Source: an optimization exercise on an open RTL-to-GDS flow (aim: small area, a short achievable clock period and few clock cycles per item). Production flows keep margins and buffers that such runs may drop.
At most, simulation tests tie the RTL to the original design; equivalence was not proved.

## fasthash64_stream
module fasthash64_stream (
    input  logic                         clk,
    input  logic                         rst_n,
    input  logic                         cfg_wr_en,
    input  logic [63:0]                  cfg_wr_data,
    input  logic                         s_axis_tvalid,
    output logic                         s_axis_tready,
    input  logic [fh64_pkg::TDATA_W-1:0] s_axis_tdata,
    input  logic                         s_axis_tuser,
    input  logic                         s_axis_tlast,
    output logic                         m_axis_tvalid,
    input  logic                         m_axis_tready,
    output logic [63:0]                  m_axis_tdata
);
Size in the first run: ~240 I/O pins, about 49000 um^2 of cells after synthesis.
clock: 11.0 ns
lec_check: 0
cap_margin: 20
core_margin: 2
core_utilization: 65
place_density: 0.8
setup_slack_margin: 3.0
slew_margin: 20
standard.sh (not shown) runs the stock make flow with config.mk's settings and CLKGATE_MAP_FILE= SYNTH_SCRIPT=/design/flow/synth_recipe.tcl, a recipe that flattens the netlist after the stock synthesis.
==> flow/flow/run.sh <==
#!/bin/bash
# Standard flow, with one netlist clean-up between synthesis and floorplan:
# netfix2.py chooses the polarity of each full adder so that the adder
# trees need far fewer inverters (a full adder is self-dual). Registers and
# all other cells are left as synthesis made them. Port buffers use the
# smallest buffer cell.
set -euo pipefail
# Port buffers: the smallest buffer cell (placement's repair resizes any
# that need more drive).
export BUFFER_PORTS_ARGS="-buffer_cell sky130_fd_sc_hd__buf_1"
R=orfs/results/sky130hd/fasthash64_stream/base
bash standard.sh synth > synth.log 2>&1
cp $R/1_2_yosys.v yosys_standard.v
python3 flow/netfix2.py yosys_standard.v $R/1_2_yosys.v > netfix.log 2>&1
rm -f $R/1_synth.odb $R/1_synth.sdc
bash standard.sh > layout.log 2>&1
Other scripts of this flow, unchanged in this note and not shown: flow/flow/netfix2.py
Next try:
--- a/flow/config.mk
+++ b/flow/config.mk
@@ -10,2 +10,2 @@
-export CORE_UTILIZATION = 65
-export PLACE_DENSITY = 0.8
+export CORE_UTILIZATION = 55
+export PLACE_DENSITY = 0.7
Effect: The new run went through all stages and came out clean. Critical path depth grows by 2. Cell area is about the same. Synthesized cell count stays the same. Die area came out higher by about a fifth. Cell count rose by a few percent. Via count shrinks by a few percent. Worst setup slack is better by 0.089 ns.
No run of this note included a check of the RTL's function; only the layout flow was run.

Setup of run A:
Another version of the RTL of fasthash64_stream (not shown whole).
For scale: roughly 5200 cells after synthesis, roughly 360 flip-flops, about 240 I/O pins, roughly 55000 µm² of cells after synthesis.
==> flow/config.mk <==
export PLATFORM = sky130hd
export DESIGN_NAME = fasthash64_stream
export DESIGN_NICKNAME = fasthash64_stream
export VERILOG_FILES = /design/flow/design.v
export SDC_FILE = /design/flow/constraint.sdc
export NUM_CORES = 4
export LEC_CHECK = 0
export ABC_CLOCK_PERIOD_IN_PS = 5000
export CAP_MARGIN = 20
export CORE_MARGIN = 2
export CORE_UTILIZATION = 50
export SETUP_SLACK_MARGIN = 4.5
export SLEW_MARGIN = 20
==> flow/constraint.sdc <==
create_clock -name core_clock -period 11.0 [get_ports {clk}]
set_input_delay 2.2000 -clock core_clock [delete_from_list [all_inputs] [get_ports {clk}]]
set_output_delay 2.2000 -clock core_clock [all_outputs]
set_load 0.01 [all_outputs]
run.sh (not shown) runs the stock make flow with config.mk's settings and CLKGATE_MAP_FILE= SYNTH_SCRIPT=/design/flow/synth_recipe.tcl, a recipe that flattens the netlist after the stock synthesis.
Stock flow here: none of the scripts above is used.
Run A finished every step from synthesis to the final layout, and the layout passed the timing, design-rule and antenna checks.
Testbench counts of run A, summed over its fixed seeds: cycles 7,851, words 6,859.
Relative to run A, the following input files were edited for run B:
Settings: removing SETUP_SLACK_MARGIN (formerly 4.5); changing CORE_UTILIZATION from 50 to 40; removing ABC_CLOCK_PERIOD_IN_PS (formerly 5000).
==> notes.md <==
[compare] base=run A new=run B: sequential standard cell area moved down, effective utilization at floorplan went down 10 points, hold slack saw little to no change, routed wire length lower.
Between run B and run A, the largest net degree at the start of global routing is higher for run B.
Run B vs run A, startpoint of the worst setup timing path: u_back.fin$_DFF_PN0_ vs u_back.h[42]$_DFFE_PN0P_

## what the ideal ports hide
The results above use ideal ports. As a check the final layouts listed here were re-extracted and re-timed, cells and wires unchanged.
Step 1: set_driving_cell puts a clkbuf_16 on clk and a buf_2 on each other input, an assumption about the parent block.
Step 2, shift: input delay + t, output delay - t, t = (earliest + latest rising clock arrival at the registers) / 2. This alone moves slack from input paths to output paths.
Three values: no drivers, after step 1, after step 2; two values: the first two.
| run | t, ns | slack for setup (ns) | worst setup path after step 2 | pins driven straight from the clock port |
|---|---|---|---|---|
| the first run of note 1 | 0.631 | 2.920 / 2.920 / 2.920 | register to register | 1 |
| the second run of note 1 | 0.639 | 3.009 / 3.009 / 3.009 | register to register | 1 |
| run A | 0.703 | 3.554 / 3.554 / 3.554 | register to register | 1 |
| run B | 0.690 | 1.754 / 1.754 / 1.754 | register to register | 1 |
After both steps setup and hold are still met in every run listed.
